Background: an optimization exercise with open tools, aiming at small area. Do not read the settings as production practice.
In this exercise RTL edits were held to simulation tests only and were not proved equivalent to the original.
No activity file was given, so power comes from the tool's default toggle rates.

===== design.v =====
`default_nettype none
package sonar_pkg;
    localparam int BUS_W = 16;                  
    localparam logic [3:0] SOC_REGION = 4'd3;   
endpackage
`default_nettype wire
`timescale 1ns/100ps
`default_nettype none
module sonar_clock_gen (
    input  wire logic        wb_clk_i,
    input  wire logic        wb_rst_i,
    input  wire logic [31:0] wdat_i,
    input  wire logic        presc_wr_i,
    output logic [31:0]      presc_o,
    output logic             ce_pdm_o,
    output logic             ce_pcm_o,
    output logic             sstb_o,      
    output logic             lstb_o,      
    output logic             wclr_o,      
    output logic             mclk_o
);
    logic ph1, ph0;
    always_ff @(posedge wb_clk_i) begin
        if (wb_rst_i) begin
            ph1 <= 1'b1;
            ph0 <= 1'b0;
        end else begin
            ph1 <= ph0;
            ph0 <= ~ph1;
        end
    end
    assign mclk_o   = ~ph1;
    assign ce_pdm_o = ~ph1 & ~ph0;
    logic [31:0] pcnt;
    assign ce_pcm_o = ce_pdm_o && (pcnt == presc_o);
    always_ff @(posedge wb_clk_i) begin
        if (wb_rst_i) begin
            presc_o <= 32'd49;
        end else if (presc_wr_i) begin
            presc_o <= wdat_i;
        end
        if (wb_rst_i || presc_wr_i || ce_pcm_o)
            pcnt <= '0;
        else
            pcnt <= pcnt + 32'(ce_pdm_o);
    end
    logic rst_q1, rst_q2;
    always_ff @(posedge wb_clk_i) begin
        if (wb_rst_i) begin
            sstb_o <= 1'b0;
            lstb_o <= 1'b0;
        end else begin
            sstb_o <= ce_pcm_o;
            lstb_o <= sstb_o;
        end
        rst_q1 <= wb_rst_i;
        rst_q2 <= rst_q1;
    end
    assign wclr_o = rst_q1 | rst_q2;
endmodule
`default_nettype wire
`timescale 1ns/100ps
`default_nettype none
module sonar_ripple
#(
    parameter int N = 8
) (
    input  wire logic [N-1:0] a_i,
    input  wire logic [N-1:0] b_i,
    input  wire logic         c_i,
    output logic [N-1:0]      s_o,
    output logic              c_o
);
    logic [N:0] c;
    assign c[0] = c_i;
    for (genvar i = 0; i < N; i++) begin : g_bit
        assign s_o[i]  = a_i[i] ^ b_i[i] ^ c[i];
        assign c[i+1]  = (a_i[i] & b_i[i]) | (a_i[i] & c[i]) | (b_i[i] & c[i]);
    end
    assign c_o = c[N];
endmodule
`default_nettype wire
`timescale 1ns/100ps
`default_nettype none
module sonar_add
#(
    parameter int N = 16,
    parameter int K = 3,
    parameter int R = 0      
) (
    input  wire logic [N-1:0] a_i,
    input  wire logic [N-1:0] b_i,
    input  wire logic         c_i,
    output logic [N:0]        s_o
);
    localparam int NB = R + (N - R + K - 1) / K;
    logic [NB:0] c;
    assign c[0] = c_i;
    for (genvar j = 0; j < NB; j++) begin : g_blk
        localparam int LO = (j < R) ? j : R + (j - R) * K;
        localparam int BK = (j < R) ? 1 : K;
        localparam int BW = (LO + BK <= N) ? BK : N - LO;
        logic [BW:0] t;
        assign t = {1'b0, a_i[LO +: BW]} + {1'b0, b_i[LO +: BW]} + {{BW{1'b0}}, c[j]};
        assign s_o[LO +: BW] = t[BW-1:0];
        assign c[j+1] = t[BW];
    end
    assign s_o[N] = c[NB];
endmodule
`default_nettype wire
`timescale 1ns/100ps
`default_nettype none
module sonar_channel (
    input  wire logic                        wb_clk_i,
    input  wire logic                        wb_rst_i,
    input  wire logic                        ce_pdm_i,
    input  wire logic                        ce_pcm_i,
    input  wire logic                        sstb_i,
    input  wire logic                        lstb_i,
    input  wire logic                        wclr_i,      
    input  wire logic                        pdm_i,
    input  wire logic                        mclear_i,
    input  wire logic                        thresh_wr_i,
    input  wire logic [sonar_pkg::BUS_W-1:0] wdat_i,
    output logic [sonar_pkg::BUS_W-1:0]      sample_o,
    output logic [sonar_pkg::BUS_W-1:0]      level_o,
    output logic [sonar_pkg::BUS_W-1:0]      thresh_o,
    output logic                             echo_o
);
    localparam int W = sonar_pkg::BUS_W;
    localparam int L = 7;                  
    localparam int H = W + 1 - L;          
    logic [W-1:0] cnt;
    logic [W:0]   a1, a2;      
    logic [W-1:0] inc;         
    logic         tp;          
    logic         ic;          
    logic [L-1:0] pair_lo, sum_lo;
    logic         pc_raw, pc, sc;
    logic [W-1:0] tmp;         
    assign inc = cnt + W'(ce_pdm_i & pdm_i);
    assign tp  = ce_pcm_i & pdm_i;
    assign ic  = tp & (&cnt[L-1:0]);
    sonar_ripple #(.N(L)) u_pair_lo (.a_i(cnt[L-1:0]), .b_i(sample_o[L-1:0]), .c_i(tp),
                                     .s_o(pair_lo), .c_o(pc_raw));
    sonar_ripple #(.N(L)) u_sum_lo  (.a_i(pair_lo), .b_i(a2[L-1:0]), .c_i(1'b0),
                                     .s_o(sum_lo), .c_o(sc));
    assign pc  = pc_raw & ~ic;
    assign tmp = {sample_o[W-1:L], sum_lo[L-1:2], sc, pc};
    logic [H-1:0] pair_hi;
    logic [H:0]   sum_hi;
    sonar_ripple #(.N(H-1)) u_pair_hi (.a_i(sample_o[W-1:L]), .b_i(cnt[W-1:L]), .c_i(cnt[0]),
                                       .s_o(pair_hi[H-2:0]), .c_o(pair_hi[H-1]));
    sonar_ripple #(.N(H)) u_sum_hi    (.a_i(pair_hi), .b_i(a2[W:L]), .c_i(cnt[1]),
                                       .s_o(sum_hi[H-1:0]), .c_o(sum_hi[H]));
    logic [W-1:0] thresh_n;
    logic         gt_lo, gt_h0, gt_h1, gt;
    logic [9:0]   cs_lo;
    logic [5:0]   cs_h0, cs_h1;
    assign thresh_o = ~thresh_n;
    sonar_ripple #(.N(10)) u_cmp_lo (.a_i(level_o[9:0]),  .b_i(thresh_n[9:0]),  .c_i(1'b0), .s_o(cs_lo), .c_o(gt_lo));
    sonar_ripple #(.N(6)) u_cmp_h0 (.a_i(level_o[15:10]), .b_i(thresh_n[15:10]), .c_i(1'b0), .s_o(cs_h0), .c_o(gt_h0));
    sonar_ripple #(.N(6)) u_cmp_h1 (.a_i(level_o[15:10]), .b_i(thresh_n[15:10]), .c_i(1'b1), .s_o(cs_h1), .c_o(gt_h1));
    assign gt = gt_lo ? gt_h1 : gt_h0;
    always_ff @(posedge wb_clk_i) begin
        if (wb_rst_i || sstb_i)
            cnt <= '0;
        else if (ce_pcm_i)
            cnt <= tmp;
        else
            cnt <= inc;
    end
    always_ff @(posedge wb_clk_i) begin
        if (wb_rst_i)
            sample_o <= '0;
        else if (ce_pcm_i)
            sample_o <= inc;
    end
    always_ff @(posedge wb_clk_i) begin
        if (ce_pcm_i || wclr_i) begin
            a1[L-1:0] <= pair_lo;
            a2[L-1:0] <= a1[L-1:0];
        end
        if (sstb_i || wclr_i) begin
            a1[W:L] <= pair_hi;
            a2[W:L] <= a1[W:L];
        end
    end
    always_ff @(posedge wb_clk_i) begin
        if (wb_rst_i)
            level_o <= '0;
        else if (sstb_i)
            level_o <= {sum_hi, cnt[L-1:2]};
    end
    always_ff @(posedge wb_clk_i) begin
        if (wb_rst_i) begin
            thresh_n <= '0;
            echo_o   <= 1'b0;
        end else begin
            if (thresh_wr_i)
                thresh_n <= ~wdat_i;
            if (mclear_i || thresh_wr_i)
                echo_o <= 1'b0;
            else if (lstb_i && gt)
                echo_o <= 1'b1;
        end
    end
endmodule
`default_nettype wire
`timescale 1ns/100ps
`default_nettype none
module wb_sonar_regs
#(
    parameter int N_CHANNELS = 4
) (
    input  wire logic                                   wb_clk_i,
    input  wire logic                                   wb_rst_i,
    input  wire logic                                   wbs_cyc_i,
    input  wire logic                                   wbs_stb_i,
    input  wire logic                                   wbs_we_i,
    input  wire logic [3:0]                             wbs_sel_i,
    input  wire logic [31:0]                            wbs_adr_i,
    output logic                                        wbs_ack_o,
    output logic [31:0]                                 wbs_dat_o,
    input  wire logic [N_CHANNELS*sonar_pkg::BUS_W-1:0] sample_i,
    input  wire logic [N_CHANNELS*sonar_pkg::BUS_W-1:0] level_i,
    input  wire logic [N_CHANNELS*sonar_pkg::BUS_W-1:0] thresh_i,
    input  wire logic [N_CHANNELS-1:0]                  echo_i,
    input  wire logic [31:0]                            presc_i,
    output logic                                        presc_wr_o,
    output logic [N_CHANNELS-1:0]                       thresh_wr_o,
    output logic                                        irq_o
);
    localparam int W = sonar_pkg::BUS_W;
    logic            acc;
    logic            wr;
    logic [8:0]      word;
    logic [W-1:0]    ch_rdat;
    logic [31:0]     rd_nxt;
    logic [N_CHANNELS-1:0] status_q;
    assign acc  = wbs_cyc_i && wbs_stb_i && (wbs_adr_i[31:28] == sonar_pkg::SOC_REGION) && !wbs_ack_o;
    assign wr   = acc && wbs_we_i && wbs_sel_i[0];
    assign word = wbs_adr_i[10:2];
    assign presc_wr_o = wr && (word == 9'd1);
    for (genvar c = 0; c < N_CHANNELS; c++) begin : g_wr
        assign thresh_wr_o[c] = wr && (word == 9'(2 + 16 * c));
    end
    always_comb begin
        ch_rdat = '0;
        if (word[8:6] == 3'd0) begin
            case (word[3:0])
                4'd2: ch_rdat = thresh_i[word[5:4]*W +: W];
                4'd3: ch_rdat = sample_i[word[5:4]*W +: W];
                4'd4: ch_rdat = level_i[word[5:4]*W +: W];
                default: ch_rdat = '0;
            endcase
        end
        case (word)
            9'd0:    rd_nxt = 32'(status_q);
            9'd1:    rd_nxt = presc_i;
            default: rd_nxt = {{(32-W){ch_rdat[W-1]}}, ch_rdat};
        endcase
    end
    always_ff @(posedge wb_clk_i) begin
        if (wb_rst_i) begin
            wbs_ack_o <= 1'b0;
            status_q  <= '0;
        end else begin
            wbs_ack_o <= acc;
            status_q  <= echo_i;
        end
    end
    always_ff @(posedge wb_clk_i) begin
        wbs_dat_o <= rd_nxt;
    end
    assign irq_o = |status_q;
endmodule
`default_nettype wire
`timescale 1ns/100ps
`default_nettype none
module sonar_top
#(
    parameter int N_CHANNELS = 4,
    parameter int PDM_DIV    = 4,
    parameter int WIN_LOG2   = 2
) (
    input  wire logic                  wb_clk_i,
    input  wire logic                  wb_rst_i,
    input  wire logic                  wbs_cyc_i,
    input  wire logic                  wbs_stb_i,
    input  wire logic                  wbs_we_i,
    input  wire logic [3:0]            wbs_sel_i,
    input  wire logic [31:0]           wbs_adr_i,
    input  wire logic [31:0]           wbs_dat_i,
    output logic                       wbs_ack_o,
    output logic [31:0]                wbs_dat_o,
    input  wire logic [N_CHANNELS-1:0] pdm_i,
    input  wire logic                  mclear_i,
    output logic                       mclk_o,
    output logic                       irq_o
);
    localparam int W = sonar_pkg::BUS_W;
    logic        ce_pdm, ce_pcm, sstb, lstb, wclr;
    logic [31:0] presc;
    logic        presc_wr;
    logic [N_CHANNELS-1:0]   thresh_wr;
    logic [N_CHANNELS*W-1:0] sample, level, thresh;
    logic [N_CHANNELS-1:0]   echo;
    sonar_clock_gen u_clk (
        .wb_clk_i   (wb_clk_i),
        .wb_rst_i   (wb_rst_i),
        .wdat_i     (wbs_dat_i),
        .presc_wr_i (presc_wr),
        .presc_o    (presc),
        .ce_pdm_o   (ce_pdm),
        .ce_pcm_o   (ce_pcm),
        .sstb_o     (sstb),
        .lstb_o     (lstb),
        .wclr_o     (wclr),
        .mclk_o     (mclk_o)
    );
    wb_sonar_regs #(
        .N_CHANNELS (N_CHANNELS)
    ) u_regs (
        .wb_clk_i    (wb_clk_i),
        .wb_rst_i    (wb_rst_i),
        .wbs_cyc_i   (wbs_cyc_i),
        .wbs_stb_i   (wbs_stb_i),
        .wbs_we_i    (wbs_we_i),
        .wbs_sel_i   (wbs_sel_i),
        .wbs_adr_i   (wbs_adr_i),
        .wbs_ack_o   (wbs_ack_o),
        .wbs_dat_o   (wbs_dat_o),
        .sample_i    (sample),
        .level_i     (level),
        .thresh_i    (thresh),
        .echo_i      (echo),
        .presc_i     (presc),
        .presc_wr_o  (presc_wr),
        .thresh_wr_o (thresh_wr),
        .irq_o       (irq_o)
    );
    for (genvar c = 0; c < N_CHANNELS; c++) begin : g_chan
        sonar_channel u_chan (
            .wb_clk_i    (wb_clk_i),
            .wb_rst_i    (wb_rst_i),
            .ce_pdm_i    (ce_pdm),
            .ce_pcm_i    (ce_pcm),
            .sstb_i      (sstb),
            .lstb_i      (lstb),
            .wclr_i      (wclr),
            .pdm_i       (pdm_i[c]),
            .mclear_i    (mclear_i),
            .thresh_wr_i (thresh_wr[c]),
            .wdat_i      (wbs_dat_i[W-1:0]),
            .sample_o    (sample[c*W +: W]),
            .level_o     (level[c*W +: W]),
            .thresh_o    (thresh[c*W +: W]),
            .echo_o      (echo[c])
        );
    end
endmodule
`default_nettype wire

===== flow/run.sh =====
#!/bin/bash
# Standard layout with two changes: ports get the smallest buffer (buf_1)
# instead of clkdlybuf4s50_1, and clock tree synthesis adds no dummy loads and
# clusters sinks into groups a clkbuf_8 can drive within the clock-pin slew limit.
set -euo pipefail
CTS="-sink_clustering_enable -repair_clock_nets -dont_use_dummy_load"
CTS="$CTS -sink_clustering_size 20 -sink_clustering_max_diameter 55"
CTS="$CTS -buf_list sky130_fd_sc_hd__clkbuf_8"
bash standard.sh "CTS_ARGS=$CTS" "BUFFER_PORTS_ARGS=-buffer_cell sky130_fd_sc_hd__buf_1" finish > standard.log 2>&1

===== standard.sh =====
#!/bin/bash
# synth_recipe.tcl (not shown) runs the flow's synth.tcl, then flattens the netlist and writes it again
# the make line also repeats each setting of config.mk as NAME=value (left out here)
make -C /OpenROAD-flow-scripts/flow DESIGN_CONFIG=/design/flow/config.mk WORK_HOME=/design/flow/orfs CLKGATE_MAP_FILE= SYNTH_SCRIPT=/design/flow/synth_recipe.tcl "${@:-finish}"

===== config.mk =====
export PLATFORM = sky130hd
export DESIGN_NAME = sonar_top
export DESIGN_NICKNAME = sonar_top
export VERILOG_FILES = /design/flow/design.v
export SDC_FILE = /design/flow/constraint.sdc
export NUM_CORES = 4
export LEC_CHECK = 0
export CAP_MARGIN = 0
export CORE_MARGIN = 2
export CORE_UTILIZATION = 65
export SLEW_MARGIN = 0

===== constraint.sdc =====
create_clock -name core_clock -period 6.0 [get_ports {wb_clk_i}]
set_input_delay 1.2000 -clock core_clock [delete_from_list [all_inputs] [get_ports {wb_clk_i}]]
set_output_delay 1.2000 -clock core_clock [all_outputs]
set_load 0.01 [all_outputs]

==> out/qor.csv <==
metric;value;unit
worst-path fanout max;4;
crit path cell chain;fa_1 -> fa_1 -> fa_1 -> fa_1 -> fa_2 -> fa_1 -> fa_1 -> fa_1 -> fa_1 -> fa_1 -> fa_1 -> mux2i_1 -> nor2_1;
post_cts resized;0;
Syn Inst Count;2217;
VDD IR max;0.267;mV
share of cells above drive strength 1;3.84;%
core area;0.0345;mm²
Fmax achieved;174;MHz
hold crit path type;reg2reg;
Register Area;0.0114;mm²
row count;68;
Worst Setup End Kind;flop;
origin of the critical flop-to-flop path;g_chan[3].u_chan.cnt[0];
Vias;16713;
TritonRoute pass-1 iters;5;
CTS Sinks;503;
Mapped Nets;2429;
fin area;0.0239;mm²
register area share after synthesis;50.2;%
Buffers on Ports;90;
CTS tree;yes;
Residual DRC;0;
Nets;2453;
number of CTS-inserted buffers;37;
most instantiated library cell after synthesis;dfxtp_1;
Hold Vio Cnt, Final;0;
Placer Congestion;0.883;
fin crit share;95.6;%
Primary FF master, synth;dfxtp_1;
Starting Density;65.9;%
P per Cell Area;226;mW/mm²
Leak Pwr;8.68;nW
FF-to-FF End;g_chan[3].u_chan.level_o[14];
EDFF count, synth;136;
Synth top area share;32.3;%
RSZ-0062 raised after global routing;false;
Synth top cells by count;367 x dfxtp_1, 351 x nor2_1, 225 x nand2_1;
Min Clock Period, post-route;5.73;ns
max_slew headroom;16.6;%
launch point of the worst path;g_chan[3].u_chan.cnt[0];
area growth from synthesis to layout;5.04;%
number of cells on the worst reg-to-reg path;13;
Placed Area;0.0234;mm²
post-synthesis register bit count;503;
worst hold slack;0.342;ns
Root Buffer;clkbuf_8;
most frequent cell on the critical path;fa_1;
critical path endpoint;g_chan[3].u_chan.level_o[14];
Sum Neg Setup Slack;0;ns
Total Routed Length;56.7;mm
Hold-fix buffers, CTS;0;
critical path required time;6.45;ns
Max-Cap Viols;0;
Die ar.;0.0365;mm²
chip height;191;µm
ANT cells;0;
syn_area_per_cell;10.3;µm²
Mapped Area;0.0228;mm²
Max Slew Vio Count;0;
mean number of vias per cell;6.20;
clk_skew;0.0685;ns
I/O pin count;113;
Clock Pin Slew Worst Setup and Hold Paths;0.11;ns
WP data arrival;6.19;ns
fraction of registers with async set/reset;0;%
largest net degree at the start of global routing;162;
slowest stage cell, crit path;fa_1;
Setup CP Type;reg2reg;
r2r setup slk;0.27;ns
vias in the first global route;16062;
status;timing/DRC/antenna clean;
count of final setup violators;0;
drt wl/cell;21.0;µm
Least-Margin Pin Slew;1.25;ns
initial DRC count;1400;
Setup Buffers After CTS;0;
first-pass GRT wire length;89.4;mm
Netlist cell types;58;
main area contributors after synthesis;dfxtp_1 32%, edfxtp_1 18%, fa_1 11%;
DRT antenna net count;0;
largest area contributor in the netlist;dfxtp_1;
slowest stage delay, CP;0.54;ns
Die W;191;µm
Clock Path Buffers;3;
GRT overflow;0;
Post-DP HPWL;39.6;mm
GRT Overall Usage;31.5;%
Filler cells;2717;
multi-input gate area in the final layout;0.0107;mm²
startpoint types;flop;
initial antenna violation count;1;
Clock Latency Late Sink;0.58;ns
Yosys warning count;3;
H-tree levels;2;
## cell families (layout without fill, tap and decap cells)
kind of cell,Yosys count,in the layout,synth area share [%]
AO/OA/AOI/OAI,438,438,12.6
XOR/XNOR,122,122,4.69
adder cells (fa/ha/maj),142,142,11.7
buffers and inverters,161,183,2.81
flip-flops,503,503,50.2
multiplexers,71,71,3.18
AND/OR/NAND/NOR,780,780,14.8
## cells in the final DEF, fill, tap and decap left out, drive strengths merged, types with 3 or more instances in the layout
cell    synthesis  final
nand3b          4      4
a22oi          12     12
nor2b           7      7
or3             3      3
inv            33     33
fa            120    120
nand2         225    225
and4            8      8
maj3            8      8
nor3           50     50
o211ai         13     13
buf            18    112
nand4          43     43
edfxtp        136    136
a21oi         102    102
nand3          44     44
xor2           45     45
a221oi         61     61
clkbuf        110     38
a31oi           8      8
a211oi         97     97
ha             14     14
o22ai          19     19
o31ai           3      3
nor2          351    351
mux2i          70     70
o21ai          90     90
and2            7      7
o21a            3      3
a21o           17     17
xnor2          77     77
or2             5      5
dfxtp         367    367
and3           17     17
nand2b          3      3
nor4            5      5
## report_power, final
part / leakage (nW) / internal, mW / switching (mW)
registers: 4.46 / 3.55 / 0.0323
logic: 3.96 / 0.0647 / 0.172
clock network: 0.266 / 0.558 / 1.02
total: 8.68 / 4.17 / 1.23
## flip-flops by register name, summed over array words and instances (netlist names)
register,flops
u_clk.rst_q2,1
g_chan.u_chan.echo_o,4
g_chan.u_chan.level_o,64
u_regs.wbs_ack_o,1
g_chan.u_chan.a1,68
g_chan.u_chan.thresh_n,64
g_chan.u_chan.cnt,64
u_regs.wbs_dat_o,32
u_clk.ph1,1
g_chan.u_chan.sample_o,64
u_clk.presc_o,32
u_clk.ph0,1
g_chan.u_chan.a2,68
u_clk.sstb_o,1
u_clk.rst_q1,1
u_clk.lstb_o,1
u_regs.status_q,4
u_clk.pcnt,32
## area by class of cell
type                    instances  area share [%]
flip-flops and latches        503            47.8
multi-input cells            1553            44.9
well taps                     455            2.38
repair buffers                113            2.20
clock buffers                  37            2.13
inverters                      33           0.528
## critical path, delay by kind of cell (launching register included)
| family | cells | cell delay (ns) |
|---|---|---|
| multiplexers | 1 | 0.14 |
| AND/OR/NAND/NOR | 1 | 0.05 |
| adder cells (fa/ha/maj) | 11 | 5.10 |
| flip-flops | 1 | 0.35 |
## metal layers
layer  share of wire [%]  up-vias  routed length [µm]  GRT usage, %
met5               0.023        -                  13             0
met4                 2.4        2                1340          7.69
met3                 6.4       98                3660          3.41
met2                  47      565               26400          50.4
met1                  45     8245               25300          46.3
li1                    -     7803                   -             -
## worst min path at each step
| stage | start | to | slack [ns] | depth (start not counted) |
|---|---|---|---|---|
| 2_1_floorplan | u_clk.rst_q1 | u_clk.rst_q2 | 0.34 | 0 |
| 3_3_place_gp | u_clk.rst_q1 | u_clk.rst_q2 | 0.35 | 0 |
| 3_5_place_dp | u_clk.rst_q1 | u_clk.rst_q2 | 0.36 | 0 |
| 4_1_cts | u_clk.rst_q1 | u_clk.rst_q2 | 0.34 | 0 |
| 5_1_grt | u_clk.rst_q1 | u_clk.rst_q2 | 0.34 | 0 |
| 6_report | u_clk.rst_q1 | u_clk.rst_q2 | 0.34 | 0 |
## per-stage QoR
stage | std cells | setup slack, ns | utilization, % | total power, mW
floorplan | 2217 | 0.316 | - | 3.79
global placement | 2657 | 0.134 | 67.7 | 3.89
detailed placement | 2657 | 0.0705 | 67.7 | 3.89
CTS | 2694 | 0.0779 | 69.2 | 5.44
global route | 2694 | 0.0346 | 69.2 | 5.58
finish | 2694 | 0.266 | 69.2 | 5.40

re-timing with driven ports:
The results above use ideal ports. As a check the final layout listed here was re-extracted and re-timed, cells and wires unchanged. Step 1: set_driving_cell puts a clkbuf_16 on wb_clk_i and a buf_2 on each other input, an assumption about the parent block. Step 2 times the ports against the registers' clock, not the clock port: input delays grow and output delays shrink by t, the midpoint of the rising clock arrivals with the driver on. Slacks: ideal ports / drivers / drivers and shift; pairs: ideal ports / drivers.
t (ns): 0.603
setup WS [ns]: 0.266 / 0.266 / 0.266
worst setup path after step 2: register to register
slew at the worst register clock pin (ns): 0.12 / 0.12
worst slew at a driven data input, ns: 0.06
After both steps this run still meets setup and hold. For this run, drivers alone change the setup slack by 0.000 ns; drivers and shift together by 0.000 ns.
